What follows belongs to an exercise in optimizing a design on an open flow for small area, a short achievable clock period and few clock cycles per item; a production flow would make more cautious choices. Power is estimated from default activity; no workload was simulated.

==> module bounded_ordered_set, before the edit <==
module bounded_ordered_set (
   input  logic        clock,
   input  logic        reset,
   input  logic        req_tvalid,
   output logic        req_tready,
   input  logic [31:0] req_tdata,
   input  logic [1:0]  req_tuser,
   output logic        rsp_tvalid,
   input  logic        rsp_tready,
   output logic [7:0]  rsp_tdata,   
   input  logic        csr_we,
   input  logic [3:0]  csr_wdata
);
   localparam int N = bos_pkg::CAPACITY;
   localparam int W = bos_pkg::RSP_W;
   localparam int Q = 4;
   logic               r_valid_ff;
   bos_pkg::value_type r_value_ff;
   logic [1:0]         r_op_ff;
   logic [N-1:0]       valid_ff;
   logic [3:0]         limit_ff;    
   logic               a_valid_ff;
   logic               a_hit_ff;
   logic               a_insert_ff;
   logic               a_room_ff;
   logic [2:0]         q_cnt_ff;
   logic [W-1:0]       q_ff [Q];
   logic               rsp_valid_ff;
   logic [2:0]         out_cnt_ff;
   logic               ready_ff;
   logic [N-1:0]       equal;
   logic [N-1:0]       match;
   logic [N-1:0]       free_first;
   logic               hit_any;
   logic [3:0]         count;
   logic               room;
   logic               req_fire;
   logic               is_insert;
   logic               is_remove;
   logic               take;
   logic [1:0]         status;
   logic [W-1:0]       rsp_new;
   logic               pop;
   logic [2:0]         q_cnt_in;
   logic [2:0]         out_cnt_in;
   assign req_tready = ready_ff;
   assign req_fire   = req_tvalid && ready_ff;
   always_ff @(posedge clock) begin
      r_value_ff <= req_tdata;
      r_op_ff    <= req_tuser;
   end
   for (genvar i = 0; i < N; i++) begin : g_slot
      bos_cell u_cell (
         .clock (clock),
         .load  (!valid_ff[i]),
         .value (r_value_ff),
         .equal (equal[i])
      );
   end
   assign match   = equal & valid_ff;
   assign hit_any = |match;
   always_comb begin
      free_first = '0;
      for (int i = N - 1; i >= 0; i--) begin
         if (!valid_ff[i]) begin
            free_first = '0;
            free_first[i] = 1'b1;
         end
      end
   end
   always_comb begin
      count = '0;
      for (int i = 0; i < N; i++) begin
         count = count + {3'b000, valid_ff[i]};
      end
   end
   assign room      = count < limit_ff;
   assign is_insert = (r_op_ff == bos_pkg::OP_INSERT);
   assign is_remove = (r_op_ff == bos_pkg::OP_REMOVE);
   assign take      = r_valid_ff && is_insert && room;
   always_ff @(posedge clock) begin
      if (reset) begin
         valid_ff <= '0;
      end else begin
         for (int i = 0; i < N; i++) begin
            if (match[i] && ((r_valid_ff && is_remove) || take)) begin
               valid_ff[i] <= 1'b0;
            end else if (take && free_first[i]) begin
               valid_ff[i] <= 1'b1;
            end
         end
      end
   end
   always_ff @(posedge clock) begin
      a_hit_ff    <= hit_any;
      a_insert_ff <= is_insert;
      a_room_ff   <= room;
   end
   always_comb begin
      if (a_insert_ff) begin
         status = a_hit_ff ? bos_pkg::ST_DUPLICATE :
                  (a_room_ff ? bos_pkg::ST_DONE : bos_pkg::ST_FULL);
      end else begin
         status = a_hit_ff ? bos_pkg::ST_DONE : bos_pkg::ST_NOT_FOUND;
      end
   end
   assign rsp_new = {count, a_hit_ff, status};
   assign pop      = rsp_tready && rsp_valid_ff;
   assign q_cnt_in = q_cnt_ff + {2'b00, a_valid_ff} - {2'b00, pop};
   always_ff @(posedge clock) begin
      for (int k = 0; k < Q; k++) begin
         if (pop) begin
            if (k + 1 < Q && q_cnt_ff > 3'(k + 1)) begin
               q_ff[k] <= q_ff[(k + 1) % Q];
            end else begin
               q_ff[k] <= rsp_new;
            end
         end else if (q_cnt_ff <= 3'(k)) begin
            q_ff[k] <= rsp_new;
         end
      end
   end
   assign out_cnt_in = out_cnt_ff + {2'b00, req_fire} - {2'b00, pop};
   always_ff @(posedge clock) begin
      if (reset) begin
         r_valid_ff   <= 1'b0;
         a_valid_ff   <= 1'b0;
         limit_ff     <= bos_pkg::CAP_LIMIT_RESET;
         q_cnt_ff     <= '0;
         rsp_valid_ff <= 1'b0;
         out_cnt_ff   <= '0;
         ready_ff     <= 1'b1;
      end else begin
         r_valid_ff <= req_fire;
         a_valid_ff <= r_valid_ff;
         if (csr_we) begin
            limit_ff <= (csr_wdata > 4'd8) ? 4'd8 : csr_wdata;
         end
         q_cnt_ff     <= q_cnt_in;
         rsp_valid_ff <= (q_cnt_in != 3'd0);
         out_cnt_ff   <= out_cnt_in;
         ready_ff     <= (out_cnt_in < 3'(Q));
      end
   end
   assign rsp_tvalid = rsp_valid_ff;
   assign rsp_tdata  = {1'b0, q_ff[0]};
endmodule
clock: 4.0 ns
lec_check: 0
cap_margin: 20
core_margin: 2
core_utilization: 40
setup_slack_margin: 2.3
slew_margin: 20
run.sh (not shown) runs the stock make flow with config.mk's settings and CLKGATE_MAP_FILE= SYNTH_SCRIPT=/design/flow/synth_recipe.tcl, a recipe that flattens the netlist after the stock synthesis.
The baseline reached the layout checks and failed them: setup timing.
Edit:
--- a/flow/design.v
+++ b/flow/design.v
@@ -40,20 +40,17 @@
 );
    localparam int N = bos_pkg::CAPACITY;
    localparam int W = bos_pkg::RSP_W;
-   localparam int Q = 4;
-   logic               r_valid_ff;
-   bos_pkg::value_type r_value_ff;
-   logic [1:0]         r_op_ff;
+   localparam int Q = 3;
    logic [N-1:0]       valid_ff;
    logic [3:0]         limit_ff;    
    logic               a_valid_ff;
    logic               a_hit_ff;
    logic               a_insert_ff;
    logic               a_room_ff;
-   logic [2:0]         q_cnt_ff;
+   logic [1:0]         q_cnt_ff;
    logic [W-1:0]       q_ff [Q];
    logic               rsp_valid_ff;
-   logic [2:0]         out_cnt_ff;
+   logic [1:0]         out_cnt_ff;
    logic               ready_ff;
    logic [N-1:0]       equal;
    logic [N-1:0]       match;
@@ -68,19 +65,15 @@
    logic [1:0]         status;
    logic [W-1:0]       rsp_new;
    logic               pop;
-   logic [2:0]         q_cnt_in;
-   logic [2:0]         out_cnt_in;
+   logic [1:0]         q_cnt_in;
+   logic [1:0]         out_cnt_in;
    assign req_tready = ready_ff;
    assign req_fire   = req_tvalid && ready_ff;
-   always_ff @(posedge clock) begin
-      r_value_ff <= req_tdata;
-      r_op_ff    <= req_tuser;
-   end
    for (genvar i = 0; i < N; i++) begin : g_slot
       bos_cell u_cell (
          .clock (clock),
          .load  (!valid_ff[i]),
-         .value (r_value_ff),
+         .value (req_tdata),
          .equal (equal[i])
       );
    end
@@ -102,15 +95,15 @@
       end
    end
    assign room      = count < limit_ff;
-   assign is_insert = (r_op_ff == bos_pkg::OP_INSERT);
-   assign is_remove = (r_op_ff == bos_pkg::OP_REMOVE);
-   assign take      = r_valid_ff && is_insert && room;
+   assign is_insert = (req_tuser == bos_pkg::OP_INSERT);
+   assign is_remove = (req_tuser == bos_pkg::OP_REMOVE);
+   assign take      = req_fire && is_insert && room;
    always_ff @(posedge clock) begin
       if (reset) begin
          valid_ff <= '0;
       end else begin
          for (int i = 0; i < N; i++) begin
-            if (match[i] && ((r_valid_ff && is_remove) || take)) begin
+            if (match[i] && ((req_fire && is_remove) || take)) begin
                valid_ff[i] <= 1'b0;
             end else if (take && free_first[i]) begin
                valid_ff[i] <= 1'b1;
@@ -133,24 +126,23 @@
    end
    assign rsp_new = {count, a_hit_ff, status};
    assign pop      = rsp_tready && rsp_valid_ff;
-   assign q_cnt_in = q_cnt_ff + {2'b00, a_valid_ff} - {2'b00, pop};
+   assign q_cnt_in = q_cnt_ff + {1'b0, a_valid_ff} - {1'b0, pop};
    always_ff @(posedge clock) begin
       for (int k = 0; k < Q; k++) begin
          if (pop) begin
-            if (k + 1 < Q && q_cnt_ff > 3'(k + 1)) begin
+            if (k + 1 < Q && q_cnt_ff > 2'(k + 1)) begin
                q_ff[k] <= q_ff[(k + 1) % Q];
             end else begin
                q_ff[k] <= rsp_new;
             end
-         end else if (q_cnt_ff <= 3'(k)) begin
+         end else if (q_cnt_ff <= 2'(k)) begin
             q_ff[k] <= rsp_new;
          end
       end
    end
-   assign out_cnt_in = out_cnt_ff + {2'b00, req_fire} - {2'b00, pop};
+   assign out_cnt_in = out_cnt_ff + {1'b0, req_fire} - {1'b0, pop};
    always_ff @(posedge clock) begin
       if (reset) begin
-         r_valid_ff   <= 1'b0;
          a_valid_ff   <= 1'b0;
          limit_ff     <= bos_pkg::CAP_LIMIT_RESET;
          q_cnt_ff     <= '0;
@@ -158,15 +150,14 @@
          out_cnt_ff   <= '0;
          ready_ff     <= 1'b1;
       end else begin
-         r_valid_ff <= req_fire;
-         a_valid_ff <= r_valid_ff;
+         a_valid_ff <= req_fire;
          if (csr_we) begin
             limit_ff <= (csr_wdata > 4'd8) ? 4'd8 : csr_wdata;
          end
          q_cnt_ff     <= q_cnt_in;
-         rsp_valid_ff <= (q_cnt_in != 3'd0);
+         rsp_valid_ff <= (q_cnt_in != 2'd0);
          out_cnt_ff   <= out_cnt_in;
-         ready_ff     <= (out_cnt_in < 3'(Q));
+         ready_ff     <= (out_cnt_in < 2'(Q));
       end
    end
    assign rsp_tvalid = rsp_valid_ff;
The new run completed, yet does not pass: setup timing.
Clock skew is about the same.
Synthesized area came out lower by 8.3%.
Register-to-register slack barely changes.
Total power goes down by 14%.
Global-route usage increases by 0.40 points.
Non-clock buffer count grows by 15.
Critical path depth stays the same.
Cell count decreases by 5.7%.
Worst setup slack loses 10 ps.
Die area goes down by 8.1%.
Count of clock-buffer cells in the layout goes down by 7.
Design area shrinks by 8.1%.
Function was not checked in any run of this note: the RTL went through the layout flow alone.

* * *

The RTL this note starts from:
==> flow/design.v <==
package bos_pkg;
   localparam int CAPACITY = 8;
   localparam int VALUE_W  = 32;
   localparam int RSP_W    = 7;    
   localparam logic [3:0] CAP_LIMIT_RESET = 4'd8;
   typedef logic [VALUE_W-1:0] value_type;
   localparam logic [1:0] OP_INSERT = 2'd0;
   localparam logic [1:0] OP_REMOVE = 2'd1;
   localparam logic [1:0] ST_DONE      = 2'd0;
   localparam logic [1:0] ST_DUPLICATE = 2'd1;
   localparam logic [1:0] ST_FULL      = 2'd2;
   localparam logic [1:0] ST_NOT_FOUND = 2'd3;
endpackage
module bos_cell (
   input  logic               clock,
   input  logic               load,
   input  bos_pkg::value_type value,
   output logic               equal
);
   bos_pkg::value_type entry_ff;
   assign equal = (entry_ff == value);
   always_ff @(posedge clock) begin
      if (load) begin
         entry_ff <= value;
      end
   end
endmodule
module bounded_ordered_set (
   input  logic        clock,
   input  logic        reset,
   input  logic        req_tvalid,
   output logic        req_tready,
   input  logic [31:0] req_tdata,
   input  logic [1:0]  req_tuser,
   output logic        rsp_tvalid,
   input  logic        rsp_tready,
   output logic [7:0]  rsp_tdata,   
   input  logic        csr_we,
   input  logic [3:0]  csr_wdata
);
   localparam int N = bos_pkg::CAPACITY;
   localparam int W = bos_pkg::RSP_W;
   localparam int Q = 3;
   logic [N-1:0]       valid_ff;
   logic [3:0]         limit_ff;    
   logic               a_valid_ff;
   logic               a_hit_ff;
   logic               a_insert_ff;
   logic               a_room_ff;
   logic               a_inc_ff;    
   logic               a_dec_ff;    
   logic [3:0]         count_ff;    
   logic [1:0]         q_cnt_ff;
   logic [W-1:0]       q_ff [Q];
   logic               rsp_valid_ff;
   logic [1:0]         out_cnt_ff;
   logic               ready_ff;
   logic [N-1:0]       equal;
   logic [N-1:0]       match;
   logic [N-1:0]       free_first;
   logic               hit_any;
   logic [3:0]         count;
   logic               room;
   logic               req_fire;
   logic               is_insert;
   logic               is_remove;
   logic               take;
   logic [1:0]         status;
   logic [W-1:0]       rsp_new;
   logic               pop;
   logic [1:0]         q_cnt_in;
   logic [1:0]         out_cnt_in;
   assign req_tready = ready_ff;
   assign req_fire   = req_tvalid && ready_ff;
   for (genvar i = 0; i < N; i++) begin : g_slot
      bos_cell u_cell (
         .clock (clock),
         .load  (!valid_ff[i]),
         .value (req_tdata),
         .equal (equal[i])
      );
   end
   assign match   = equal & valid_ff;
   assign hit_any = |match;
   always_comb begin
      free_first = '0;
      for (int i = N - 1; i >= 0; i--) begin
         if (!valid_ff[i]) begin
            free_first = '0;
            free_first[i] = 1'b1;
         end
      end
   end
   always_comb begin
      count = count_ff;
      if (a_inc_ff) begin
         count = count_ff + 4'd1;
      end else if (a_dec_ff) begin
         count = count_ff - 4'd1;
      end
   end
   assign room      = count < limit_ff;
   assign is_insert = (req_tuser == bos_pkg::OP_INSERT);
   assign is_remove = (req_tuser == bos_pkg::OP_REMOVE);
   assign take      = req_fire && is_insert && room;
   always_ff @(posedge clock) begin
      if (reset) begin
         valid_ff <= '0;
      end else begin
         for (int i = 0; i < N; i++) begin
            if (match[i] && ((req_fire && is_remove) || take)) begin
               valid_ff[i] <= 1'b0;
            end else if (take && free_first[i]) begin
               valid_ff[i] <= 1'b1;
            end
         end
      end
   end
   always_ff @(posedge clock) begin
      if (reset) begin
         a_inc_ff <= 1'b0;
         a_dec_ff <= 1'b0;
         count_ff <= '0;
      end else begin
         a_inc_ff <= take && !hit_any;
         a_dec_ff <= req_fire && is_remove && hit_any;
         count_ff <= count;
      end
   end
   always_ff @(posedge clock) begin
      a_hit_ff    <= hit_any;
      a_insert_ff <= is_insert;
      a_room_ff   <= room;
   end
   always_comb begin
      if (a_insert_ff) begin
         status = a_hit_ff ? bos_pkg::ST_DUPLICATE :
                  (a_room_ff ? bos_pkg::ST_DONE : bos_pkg::ST_FULL);
      end else begin
         status = a_hit_ff ? bos_pkg::ST_DONE : bos_pkg::ST_NOT_FOUND;
      end
   end
   assign rsp_new = {count, a_hit_ff, status};
   assign pop      = rsp_tready && rsp_valid_ff;
   assign q_cnt_in = q_cnt_ff + {1'b0, a_valid_ff} - {1'b0, pop};
   always_ff @(posedge clock) begin
      for (int k = 0; k < Q; k++) begin
         if (pop) begin
            if (k + 1 < Q && q_cnt_ff > 2'(k + 1)) begin
               q_ff[k] <= q_ff[(k + 1) % Q];
            end else begin
               q_ff[k] <= rsp_new;
            end
         end else if (q_cnt_ff <= 2'(k)) begin
            q_ff[k] <= rsp_new;
         end
      end
   end
   assign out_cnt_in = out_cnt_ff + {1'b0, req_fire} - {1'b0, pop};
   always_ff @(posedge clock) begin
      if (reset) begin
         a_valid_ff   <= 1'b0;
         limit_ff     <= bos_pkg::CAP_LIMIT_RESET;
         q_cnt_ff     <= '0;
         rsp_valid_ff <= 1'b0;
         out_cnt_ff   <= '0;
         ready_ff     <= 1'b1;
      end else begin
         a_valid_ff <= req_fire;
         if (csr_we) begin
            limit_ff <= (csr_wdata > 4'd8) ? 4'd8 : csr_wdata;
         end
         q_cnt_ff     <= q_cnt_in;
         rsp_valid_ff <= (q_cnt_in != 2'd0);
         out_cnt_ff   <= out_cnt_in;
         ready_ff     <= (out_cnt_in < 2'(Q));
      end
   end
   assign rsp_tvalid = rsp_valid_ff;
   assign rsp_tdata  = {1'b0, q_ff[0]};
endmodule
Settings: LEC_CHECK=0, CAP_MARGIN=20, CORE_MARGIN=2, CORE_UTILIZATION=40, SETUP_SLACK_MARGIN=2.3, SLEW_MARGIN=20; clock period 4.0 ns.
The baseline ran to the end with no violations.
==> next run, changes <==
--- a/flow/design.v
+++ b/flow/design.v
@@ -40,7 +40,10 @@
 );
    localparam int N = bos_pkg::CAPACITY;
    localparam int W = bos_pkg::RSP_W;
-   localparam int Q = 3;
+   localparam int Q = 4;
+   logic               r_valid_ff;
+   bos_pkg::value_type r_value_ff;
+   logic [1:0]         r_op_ff;
    logic [N-1:0]       valid_ff;
    logic [3:0]         limit_ff;    
    logic               a_valid_ff;
@@ -50,10 +53,10 @@
    logic               a_inc_ff;    
    logic               a_dec_ff;    
    logic [3:0]         count_ff;    
-   logic [1:0]         q_cnt_ff;
+   logic [2:0]         q_cnt_ff;
    logic [W-1:0]       q_ff [Q];
    logic               rsp_valid_ff;
-   logic [1:0]         out_cnt_ff;
+   logic [2:0]         out_cnt_ff;
    logic               ready_ff;
    logic [N-1:0]       equal;
    logic [N-1:0]       match;
@@ -68,15 +71,19 @@
    logic [1:0]         status;
    logic [W-1:0]       rsp_new;
    logic               pop;
-   logic [1:0]         q_cnt_in;
-   logic [1:0]         out_cnt_in;
+   logic [2:0]         q_cnt_in;
+   logic [2:0]         out_cnt_in;
    assign req_tready = ready_ff;
    assign req_fire   = req_tvalid && ready_ff;
+   always_ff @(posedge clock) begin
+      r_value_ff <= req_tdata;
+      r_op_ff    <= req_tuser;
+   end
    for (genvar i = 0; i < N; i++) begin : g_slot
       bos_cell u_cell (
          .clock (clock),
          .load  (!valid_ff[i]),
-         .value (req_tdata),
+         .value (r_value_ff),
          .equal (equal[i])
       );
    end
@@ -100,15 +107,15 @@
       end
    end
    assign room      = count < limit_ff;
-   assign is_insert = (req_tuser == bos_pkg::OP_INSERT);
-   assign is_remove = (req_tuser == bos_pkg::OP_REMOVE);
-   assign take      = req_fire && is_insert && room;
+   assign is_insert = (r_op_ff == bos_pkg::OP_INSERT);
+   assign is_remove = (r_op_ff == bos_pkg::OP_REMOVE);
+   assign take      = r_valid_ff && is_insert && room;
    always_ff @(posedge clock) begin
       if (reset) begin
          valid_ff <= '0;
       end else begin
          for (int i = 0; i < N; i++) begin
-            if (match[i] && ((req_fire && is_remove) || take)) begin
+            if (match[i] && ((r_valid_ff && is_remove) || take)) begin
                valid_ff[i] <= 1'b0;
             end else if (take && free_first[i]) begin
                valid_ff[i] <= 1'b1;
@@ -123,7 +130,7 @@
          count_ff <= '0;
       end else begin
          a_inc_ff <= take && !hit_any;
-         a_dec_ff <= req_fire && is_remove && hit_any;
+         a_dec_ff <= r_valid_ff && is_remove && hit_any;
          count_ff <= count;
       end
    end
@@ -142,23 +149,24 @@
    end
    assign rsp_new = {count, a_hit_ff, status};
    assign pop      = rsp_tready && rsp_valid_ff;
-   assign q_cnt_in = q_cnt_ff + {1'b0, a_valid_ff} - {1'b0, pop};
+   assign q_cnt_in = q_cnt_ff + {2'b00, a_valid_ff} - {2'b00, pop};
    always_ff @(posedge clock) begin
       for (int k = 0; k < Q; k++) begin
          if (pop) begin
-            if (k + 1 < Q && q_cnt_ff > 2'(k + 1)) begin
+            if (k + 1 < Q && q_cnt_ff > 3'(k + 1)) begin
                q_ff[k] <= q_ff[(k + 1) % Q];
             end else begin
                q_ff[k] <= rsp_new;
             end
-         end else if (q_cnt_ff <= 2'(k)) begin
+         end else if (q_cnt_ff <= 3'(k)) begin
             q_ff[k] <= rsp_new;
          end
       end
    end
-   assign out_cnt_in = out_cnt_ff + {1'b0, req_fire} - {1'b0, pop};
+   assign out_cnt_in = out_cnt_ff + {2'b00, req_fire} - {2'b00, pop};
    always_ff @(posedge clock) begin
       if (reset) begin
+         r_valid_ff   <= 1'b0;
          a_valid_ff   <= 1'b0;
          limit_ff     <= bos_pkg::CAP_LIMIT_RESET;
          q_cnt_ff     <= '0;
@@ -166,14 +174,15 @@
          out_cnt_ff   <= '0;
          ready_ff     <= 1'b1;
       end else begin
-         a_valid_ff <= req_fire;
+         r_valid_ff <= req_fire;
+         a_valid_ff <= r_valid_ff;
          if (csr_we) begin
             limit_ff <= (csr_wdata > 4'd8) ? 4'd8 : csr_wdata;
          end
          q_cnt_ff     <= q_cnt_in;
-         rsp_valid_ff <= (q_cnt_in != 2'd0);
+         rsp_valid_ff <= (q_cnt_in != 3'd0);
          out_cnt_ff   <= out_cnt_in;
-         ready_ff     <= (out_cnt_in < 2'(Q));
+         ready_ff     <= (out_cnt_in < 3'(Q));
       end
    end
    assign rsp_tvalid = rsp_valid_ff;
Result: The new run finished clean; utilization goes down by 2.9 points; global-route usage goes down by 2.2 points; power goes up by about a fifth; area after synthesis goes up by a little under a tenth; hold slack loses 0.017 ns; design area goes up by a few percent; final cell count goes up by a few percent; combinational power goes up by a little under a tenth; via count goes up slightly; clock-buffer cell count goes up by 14.
No functional check of the RTL was part of any run of this note.

re-timing with driven ports:
No port has a modelled driver above. Below, the same layouts with a new extraction and two added sets of constraints. Step 1 (the two cells are an assumption about what drives the block):
set clk [get_ports {clock}]
set_driving_cell -lib_cell sky130_fd_sc_hd__clkbuf_16 $clk
set_driving_cell -lib_cell sky130_fd_sc_hd__buf_2 [delete_from_list [all_inputs] $clk]
Step 2 moves the port delays by t, midway between the first and last clock arrival at a register: inputs arrive t later, outputs are due t later. That takes back most of the time a late clock gives input paths. a / b / c = ideal / step 1 / step 2; a / b = the first two.
run | shift t [ns] | slack for setup (ns) | cell pins on the clock port's net
the first run of note 1 | 0.561 | -0.104 / -0.104 / -0.104 | 1
the second run of note 1 | 0.552 | -0.114 / -0.114 / -0.114 | 1
the first run of note 2 | 0.565 | 1.641 / 1.641 / 1.349 | 1
the second run of note 2 | 0.575 | 1.589 / 1.589 / 1.589 | 1
The setup slack of the first run of note 2, which loses most, moves by 0.000 ns with the drivers and by -0.292 ns with both steps.
